Context: an optimization exercise on an open-source flow, tuned for small area, a short achievable clock period and few clock cycles. The choices shown serve that exercise and are no tape-out recipe.
Function was not checked in any run shown here: the RTL went through the layout flow alone.

`flow/design.v`:
```
package hcas_pkg;
	localparam logic [63:0] FNV_BASIS  = 64'hcbf29ce484222325;
	localparam logic [63:0] GOLDEN_ADD = 64'h9e3779b97f4a7c15;
	localparam logic [63:0] MIX_MUL_A  = 64'hbf58476d1ce4e5b9;
	localparam logic [63:0] MIX_MUL_B  = 64'h94d049bb133111eb;
	function automatic logic [63:0] fnv_step(input logic [63:0] h, input logic [7:0] b);
		logic [63:0] x;
		begin
			x = h ^ {56'd0, b};
			fnv_step = (x << 40) + (x << 8) + (x << 7) + (x << 5) + (x << 4) + (x << 1) + x;
		end
	endfunction
endpackage
import hcas_pkg::*;
module hcas_mul64 #(
	parameter int K = 16
) (
	input  logic         sel_b,
	input  logic         first,
	input  logic [63:0]  acc,
	input  logic [K-1:0] dig,
	output logic [63:0]  sum
);
	logic [63:0] c;
	logic [63:0] s;
	always_comb begin
		c = sel_b ? MIX_MUL_B : MIX_MUL_A;
		s = first ? 64'd0 : (acc << K);
		for (int b = 0; b < K; b++)
			s = s + (dig[b] ? (c << b) : 64'd0);
		sum = s;
	end
endmodule
import hcas_pkg::*;
module hash_chain_anchor_sealer_core (
	input  logic        clk,
	input  logic        arst_n,
	input  logic        in_valid,
	output logic        in_ready,
	input  logic [7:0]  data_byte,
	input  logic        byte_present,
	input  logic        vector_end,
	output logic        out_valid,
	input  logic        out_ready,
	output logic [63:0] anchor,
	output logic [63:0] input_hash,
	output logic [63:0] output_hash,
	output logic [63:0] context_hash
);
	localparam int D  = 3;           
	localparam int K  = 16;          
	localparam int NS = 64 / K;      
	logic       rdy_q, it_v, it_p, it_e;
	logic [7:0] it_b;
	logic [63:0] run_q, hv;
	logic       fire, push, pop;
	assign fire     = in_valid && rdy_q;
	assign in_ready = rdy_q;
	assign hv       = it_p ? hcas_pkg::fnv_step(run_q, it_b) : run_q;
	assign push     = it_v && it_e;
	logic [63:0] q [D];
	logic [2:0]  cnt, cnt_n;
	assign cnt_n = cnt + 3'(push) - 3'(pop);
	always_ff @(posedge clk or negedge arst_n) begin
		if (!arst_n) begin
			rdy_q <= 1'b1;
			it_v  <= 1'b0;
			run_q <= FNV_BASIS;
			cnt   <= 3'd0;
		end else begin
			it_v  <= fire;
			cnt   <= cnt_n;
			rdy_q <= (cnt_n + 3'(fire && vector_end)) < 3'(D);
			if (it_v)
				run_q <= it_e ? FNV_BASIS : hv;
		end
	end
	always_ff @(posedge clk) begin
		if (fire) begin
			it_b <= data_byte;
			it_p <= byte_present;
			it_e <= vector_end;
		end
		for (int i = 0; i < D; i++) begin
			if (pop) begin
				if (i == D - 1)
					q[i] <= hv;
				else if (push && 3'(i + 1) == cnt)
					q[i] <= hv;
				else
					q[i] <= q[i + 1];
			end else if (push && 3'(i) == cnt) begin
				q[i] <= hv;
			end
		end
	end
	localparam logic [1:0] F_IDLE = 2'd0, F_MA = 2'd1, F_MB = 2'd2;
	logic [1:0]  fst, stg;
	logic [$clog2(NS)-1:0] step;
	logic [63:0] acc, mq, z0, z1, hsum;
	logic [63:0] in_h, out_h, ctx_h;
	logic        ov_q, last;
	assign pop  = (fst == F_IDLE) && (cnt != 3'd0) && (!ov_q || out_ready);
	assign last = (step == $clog2(NS)'(NS - 1));
	assign z0   = acc + GOLDEN_ADD + (q[0] << 6) + (q[0] >> 2);
	assign z1   = z0 ^ (z0 >> 30);
	hcas_mul64 #(.K(K)) u_mul (
		.sel_b (fst == F_MB),
		.first (step == '0),
		.acc   (acc),
		.dig   (mq[63 -: K]),
		.sum   (hsum)
	);
	always_ff @(posedge clk or negedge arst_n) begin
		if (!arst_n) begin
			fst  <= F_IDLE;
			stg  <= 2'd0;
			step <= '0;
			acc  <= 64'd0;
			ov_q <= 1'b0;
		end else begin
			if (fst == F_MB && last && stg == 2'd2)
				ov_q <= 1'b1;
			else if (out_ready)
				ov_q <= 1'b0;
			case (fst)
				F_IDLE: begin
					if (pop) begin
						fst  <= F_MA;
						step <= '0;
					end
				end
				F_MA: begin
					acc  <= hsum;
					step <= step + 1'b1;
					if (last)
						fst <= F_MB;
				end
				default: begin
					step <= step + 1'b1;
					if (last) begin
						acc <= hsum ^ (hsum >> 31);
						fst <= F_IDLE;
						stg <= (stg == 2'd2) ? 2'd0 : stg + 2'd1;
					end else begin
						acc <= hsum;
					end
				end
			endcase
		end
	end
	always_ff @(posedge clk) begin
		if (pop) begin
			mq <= z1;
			if (stg == 2'd0) in_h  <= q[0];
			if (stg == 2'd1) out_h <= q[0];
			if (stg == 2'd2) ctx_h <= q[0];
		end else if (fst == F_MA && last) begin
			mq <= hsum ^ (hsum >> 27);
		end else begin
			mq <= mq << K;
		end
	end
	assign out_valid    = ov_q;
	assign anchor       = acc;
	assign input_hash   = in_h;
	assign output_hash  = out_h;
	assign context_hash = ctx_h;
endmodule
```
`flow/run.sh`:
```
#!/bin/bash
# synth_recipe.tcl (not shown) runs the flow's synth.tcl, then flattens the netlist and writes it again
# the make line also repeats each setting of config.mk as NAME=value (left out here)
make -C /OpenROAD-flow-scripts/flow DESIGN_CONFIG=/design/flow/config.mk WORK_HOME=/design/flow/orfs CLKGATE_MAP_FILE= SYNTH_SCRIPT=/design/flow/synth_recipe.tcl finish
```
`flow/config.mk`:
```
export PLATFORM = sky130hd
export DESIGN_NAME = hash_chain_anchor_sealer_core
export DESIGN_NICKNAME = hash_chain_anchor_sealer_core
export VERILOG_FILES = /design/flow/design.v
export SDC_FILE = /design/flow/constraint.sdc
export NUM_CORES = 4
export LEC_CHECK = 0
export CAP_MARGIN = 20
export CORE_MARGIN = 2
export CORE_UTILIZATION = 40
export SLEW_MARGIN = 20
```
`flow/constraint.sdc`:
```
create_clock -name core_clock -period 11.0 [get_ports {clk}]
set_input_delay 2.2000 -clock core_clock [delete_from_list [all_inputs] [get_ports {clk}]]
set_output_delay 2.2000 -clock core_clock [all_outputs]
set_load 0.01 [all_outputs]
```
==> summary.txt, run 1 <==
Setup path
  • CP peak stage delay: around 0.90 ns
  • Crit start category: register
  • Buffers and inverters on the worst path: 6
  • Class of the most critical setup path: reg -> reg
  • CP cell instances: inv_1 -> o21ai_0 -> inv_1 -> fa_1 -> inv_1 -> fa_1 -> inv_1 -> fa_1 -> fa_1 -> fa_1 -> inv_1 -> fa_1 -> inv_1 -> ha_1 -> nand2_1 -> o21ai_1 -> a221oi_1 -> or4b_1 -> o21ai_2 -> a211o_1 -> a221oi_1 -> xor2_1 -> a221oi_1
  • CP top delay family: adder cells
  • Critical Path Sink Type: register
  • Worst reg2reg path startpoint: fst[1]
  • FF-to-FF setup slack: 0.88 ns
  • Worst path slowest cell: dfrtp_1
  • Reg2reg path depth: 23
  • Worst endpoint data arrival time: approximately 11 ns
  • Worst flop-to-flop path endpoint: mq[61]
  • Crit path required time: 11.47 ns
  • Crit Path Max Fanout: 23

Finish
  • # nets final: 7,269
  • Cell area after layout: 0.0646 mm^2
  • Layout cells sized above 1: 4.25%
  • Synth-to-layout area growth: 12.3%

Floorplanning
  • Rows: 139
  • Die width: 383 um
  • Die Height: 383 um
  • Core area: 0.143 mm^2
  • Initial Util: 40.2%
  • Ports: 272
  • DIE AREA: ~0.15 mm^2

Clock network
  • CTS Hold Bufs: 0
  • TritonCTS clock tree: yes
  • Worst-Skew Late Latency: 0.69 ns
  • CTS Sinks: 598
  • CTS buffer count: 61
  • Post_cts resized: 0
  • Clk root buf: clkbuf_16
  • Post-CTS Setup Bufs: 0
  • H-tree depth: 2
  • CTS Buffer Depth: 3
  • Worst-path clk slew: 0.07 ns

Timing
  • Final setup TNS: 0 ns
  • Clk_skew: 0.0604 ns
  • Least-Margin Pin Slew: 1.19 ns
  • Final period utilization: 92.0%
  • RSZ-0062 raised after global routing: false
  • Final setup fails: 0
  • Max_slew headroom: 19.9%
  • Fmax: around 99 MHz
  • Max-slew violation count: 0
  • Final hold vios: 0
  • Final min period: between 10 and 15 ns

Min path
  • Hold path endpoint: mq[16]
  • Hold Path Depth: 2
  • Hold Startpoint: mq[0]
  • Hold crit path type: reg -> reg

Detailed routing
  • Post-Route WL: about 200 mm
  • TritonRoute pass-1 iters: 6
  • First DRT Iteration DRCs: 3,101
  • Post-route ant nets: 0
  • Total number of vias: 42,500
  • Vias per cell: 5.34
  • Routed length per placed instance: 25.2 um
  • Remaining DRCs: 0

Global route
  • Largest net degree at the start of global routing: 93
  • First-pass GRT wire length: 297 mm
  • Initial antenna violation count: 9
  • Vias in the first global route: 44,100
  • GRT Util Overall: 27.6%
  • Total grt overflow: 0

Synth
  • Post-Synthesis Cells: roughly 5,800
  • Library cells used by synthesis: 100
  • Synth top cells by count: inv_1, fa_1, ha_1
  • Synth Cell Area: 0.0575 mm^2
  • Yosys top cell area share: a little over a quarter
  • Post-Syn Nets: 7,080
  • Biggest area consumer among synthesized cells: fa_1
  • Asr flop ratio synth: 23.4%
  • Commonest register cell after synthesis: edfxtp_1
  • Yosys Warn Count: 4
  • Post-synthesis sequential area ratio: about a quarter
  • Post-synth EDFFs: 266
  • Syn Area/Cell: around 9.9 um^2
  • Top cells by area, synth: fa_1, edfxtp_1, ha_1
  • Post-synthesis sequential element count: 598
  • Cell with the most instances after synthesis: inv_1

Placed design
  • DP HPWL: 166 mm
  • Port Buffers: between 200 and 300
  • Final GP Congestion: 1.02
  • DP Area: 0.0623 mm^2

Run status
  • Status: timing/DRC/antenna clean

Flow run
  • Max cap viols: 0
## metal layers
layer,GRT usage (%),part of all wire [%]
met5,0,0.018
met2,47.8,50
met4,13.8,5.9
met1,33.5,39
met3,3.87,5.4
## flip-flops by register name (all words and copies together), names as in the netlist
signal,flops
mq,64
fst,2
it_p,1
stg,2
cnt,3
run_q,64
ctx_h,64
it_b,8
it_e,1
out_h,64
ov_q,1
step,2
acc,64
it_v,1
in_h,64
rdy_q,1
q,192
## layout by cell type, fill, tap and decap left out, types with 98 or more instances in the layout
cell type           n
a21oi_1           408
fa_1              784
dfrtp_1           111
edfxtp_1          266
clkdlybuf4s50_1   270
dfxtp_1           192
a21o_1             98
ha_1              474
nand2_1           360
xor2_1            109
o21ai_0           240
xnor2_1           201
inv_1            1111
nor2_1            396
## how the worst max path moves through the flow
stage                          end  slack [ns]      start  cells after the start
after floorplan           out_h[0]        2.54  out_ready                      7
after global placement      mq[34]        1.25     fst[1]                     25
after detailed placement   acc[30]        1.22     fst[1]                     25
after CTS                  acc[30]        1.18     fst[1]                     25
after global routing       acc[30]        0.61     fst[1]                     25
final                       mq[61]        0.88     fst[1]                     23
## final cells by class
| type | instances | area (um^2) |
|---|---|---|
| antenna | 3 | 7.51 |
| clock buffer | 82 | 1760 |
| clock inverter | 34 | 413 |
| fill | 13600 | 78600 |
| inverter | 1114 | 4180 |
| multi-input combinational | 3889 | 37300 |
| sequential | 598 | 15400 |
| tap | 1903 | 2380 |
| timing repair buffer | 332 | 3190 |
## tightest hold or removal path: stages (launching register included)
cell	delay, ns
dfxtp_1	0.31
nand2_1	0.05
o221ai_1	0.06
## metrics by stage
| stage | cells | hold slack, ns | util (%) | setup slack (ns) |
|---|---|---|---|---|
| 2_1_floorplan | 5807 | 0.409 | - | 2.54 |
| 3_3_place_gp | 7835 | 0.431 | 43.6 | 1.25 |
| 3_5_place_dp | 7835 | 0.439 | 43.6 | 1.22 |
| 4_1_cts | 7951 | 0.455 | 45.1 | 1.18 |
| 5_1_grt | 7952 | 0.480 | 45.1 | 0.606 |
| 6_report | 7955 | 0.454 | 45.1 | 0.884 |
## logic make-up (layout without fill, tap and decap cells)
family,after synthesis,in the layout,synth area share (%)
buf+inv,1320,1562,8.65
fa+ha+maj,1259,1259,37.7
compound gates,1206,1206,13.1
simple gates,1055,1055,8.08
flops,598,598,26.7
xor+xnor,316,316,4.88
mux,52,52,0.934
other cells,1,4,0.00652
==> run 2: changes to the inputs <==
--- a/flow/config.mk
+++ b/flow/config.mk
@@ -7,2 +7,3 @@
 export LEC_CHECK = 0
+export ABC_CLOCK_PERIOD_IN_PS = 5000
 export CAP_MARGIN = 20
@@ -10,2 +11,3 @@
 export CORE_UTILIZATION = 40
+export SETUP_SLACK_MARGIN = 5
 export SLEW_MARGIN = 20
==> summary.txt, run 2 <==
Clock network
  • H-tree depth: 3
  • Worst-Skew Late Latency: slightly below 0.7 ns
  • CTS Buffer Depth: 3
  • CTS Hold Bufs: 0
  • CTS Sinks: 598
  • Clk root buf: clkbuf_16
  • CTS buffer count: between 60 and 70
  • Worst-path clk slew: 0.07 ns
  • TritonCTS clock tree: yes

Timing
  • RSZ-0062 raised after global routing: true
  • Final period utilization: 67.8%
  • Max-slew violation count: 0
  • Max_slew headroom: between 10% and 20%
  • Least-Margin Pin Slew: 1.20 ns
  • Final setup fails: 0
  • Final min period: 7.46 ns
  • Final hold vios: 0
  • Clk_skew: a little under 0.03 ns
  • Final setup TNS: 0 ns
  • Fmax: 134 MHz

Synth
  • Commonest register cell after synthesis: edfxtp_1
  • Synth top cells by count: inv_1, fa_1, ha_1
  • Synth Cell Area: 0.0575 mm^2
  • Asr flop ratio synth: 23.4%
  • Post-Syn Nets: 7,080
  • Post-synthesis sequential element count: 598
  • Post-synthesis sequential area ratio: 26.7%
  • Syn Area/Cell: 9.90 um^2
  • Library cells used by synthesis: 100
  • Cell with the most instances after synthesis: inv_1
  • Biggest area consumer among synthesized cells: fa_1
  • Yosys Warn Count: 4
  • Yosys top cell area share: between 20 and 30%
  • Post-Synthesis Cells: around 5,800
  • Post-synth EDFFs: around 270
  • Top cells by area, synth: fa_1, edfxtp_1, ha_1

Detailed routing
  • Routed length per placed instance: about 26 um
  • Total number of vias: around 45,000
  • Post-route ant nets: 0
  • Post-Route WL: 211 mm
  • TritonRoute pass-1 iters: 6
  • Vias per cell: approximately 5.4
  • First DRT Iteration DRCs: roughly 3,400
  • Remaining DRCs: 0

Global route
  • Initial antenna violation count: 6
  • Largest net degree at the start of global routing: 99
  • First-pass GRT wire length: a little over 300 mm
  • Total grt overflow: 0
  • Vias in the first global route: approximately 46,000
  • GRT Util Overall: between 20 and 30%

Setup path
  • Worst endpoint data arrival time: 7.99 ns
  • FF-to-FF setup slack: 3.54 ns
  • Worst setup path start: fst[0]
  • Class of the most critical setup path: reg -> reg
  • CP peak stage delay: ~0.64 ns
  • Crit start category: register
  • Most frequent CP cell: fa_2
  • Crit Path Max Fanout: 5
  • Worst path slowest cell: fa_1
  • Critical Path Sink Type: register
  • Worst flop-to-flop path endpoint: acc[21]
  • Crit path required time: 11.53 ns
  • Worst reg2reg path startpoint: fst[0]
  • Reg2reg path depth: 28

Floorplanning
  • Rows: 139
  • Core area: 0.143 mm^2
  • DIE AREA: 0.147 mm^2
  • Die width: ~380 um
  • Initial Util: 40.2%
  • Die Height: 383 um
  • Ports: 272

Finish
  • Sequential Area: 0.0154 mm^2
  • # fillers: around 13,000
  • Layout cells sized above 1: 15.6%
  • Synth-to-layout area growth: 22.8%
  • Largest register FFs: 192
  • Largest reg by FF count: q
  • Post-layout util: 49.3%
  • Cell area after layout: 0.0706 mm^2
  • # nets final: 7,573
  • Most frequent cells in the layout: inv_1, fa_1, ha_1
  • Commonest non-fill, non-tap cell in the layout: inv_1
  • Multi-input gate area in the final layout: between 0.04 and 0.05 mm^2

Flow run
  • Max cap viols: 0

Placed design
  • DP Area: about 0.063 mm^2
  • Port Buffers: 271
  • Final GP Congestion: 0.982
  • DP HPWL: 167 mm

Min path
  • Hold Path Depth: 2
  • Hold Startpoint: q[2][6]
  • Hold path endpoint: q[2][6]
  • Hold crit path type: reg -> reg

Run status
  • Status: timing/DRC/antenna clean
## run 2: cell count changes in the layout (fill, tap and decap cells not counted), moves of 25 or more
| cell | change |
|---|---|
| buf_4 | +192 |
| buf_6 | +77 |
| inv_1 | -55 |
| o21ai_0 | -53 |
| xnor2_1 | -43 |
| ha_1 | -38 |
| a21oi_1 | -36 |
| ha_4 | +29 |
| a21oi_2 | +26 |
| buf_12 | +25 |
| nand2_1 | -25 |
## run 2: layer usage
layer,GRT usage (%),part of all wire [%],wire (um),up-vias
met5,0,0.015,31,-
met4,17.6,7.5,15800,4
met3,3.33,5.4,11300,552
met2,48.9,49,103000,1635
met1,35.1,38,80800,22600
li1,-,-,-,20000
## run 2: area by class of cell
type	instances	share of cell area [%]
Antenna cell	2	0.00709
Clock buffer	89	2.62
Clock inverter	34	0.473
Inverter	1114	6.13
Multi-Input combinational cell	3889	56.9
Sequential cell	598	21.9
Tap cell	1903	3.37
Timing Repair Buffer	629	8.58
Timing Repair inverter	1	0.0106
## run 2: cell families after synthesis
group                    synth area share [%]
flip-flops                               26.7
AO/OA/AOI/OAI                            13.1
AND/OR/NAND/NOR                          8.08
other                                 0.00652
adder cells (fa/ha/maj)                  37.7
multiplexers                            0.934
XOR/XNOR                                 4.88
buffers and inverters                    8.65
## run 2: how the worst max path moves through the flow
stage	to	cells past startpoint
after floorplan	acc[30]	26
after global placement	mq[34]	24
after detailed placement	mq[34]	24
after CTS	mq[12]	24
after global routing	acc[21]	30
final	acc[21]	28
## run 2: critical path, delay by kind of cell, from the launching register on
| family | cells | cell delay [ns] |
|---|---|---|
| xor gates and xnor gates | 2 | 0.41 |
| buffers and inverters | 9 | 1.25 |
| AOI/OAI and AO/OA | 6 | 1.12 |
| adders and majority gates | 7 | 3.37 |
| DFF | 1 | 0.45 |
| and+or+nand+nor | 4 | 0.71 |
## run 2: through the flow
step	worst slack, ns	hold slack [ns]	std cells
after floorplan	4.20	0.409	5807
after global placement	1.55	0.429	7834
after detailed placement	1.53	0.438	7834
after CTS	3.73	0.451	8170
after global routing	3.44	0.470	8257
final	3.54	0.447	8259
## run 2: timing repair
item,4_1_cts,5_1_grt
resized for setup,495,196
pin swaps,141,119
endpoints found under the hold margin,0,0
setup buffers,210,87
cloned,3,0
endpoints found under the setup margin,260,197

==> afterwards: timing with drivers on the ports <==
In the flow no input, the clock included, has a driving cell. The finished layouts below were timed again as built, in two steps.
Step 1, drivers: a clkbuf_16 drives clk and a buf_2 each remaining input, both assumed.
Step 2 also shifts input and output timing later by t, the mid clock arrival at the registers, as if the neighbouring blocks saw the same clock.
Slacks: ideal / step 1 / step 2; pairs: ideal / step 1.
run | t, ns | setup slack, ns | worst hold slack (ns) | worst setup path after step 2 | pins driven straight from the clock port
run 1 | 0.729 | 0.884 / 0.884 / 0.884 | 0.454 / 0.454 / 0.454 | register to register | 1
run 2 | 0.724 | 3.540 / 3.540 / 3.540 | 0.447 / 0.447 / 0.447 | register to register | 1
After both steps every run listed still meets setup and hold.
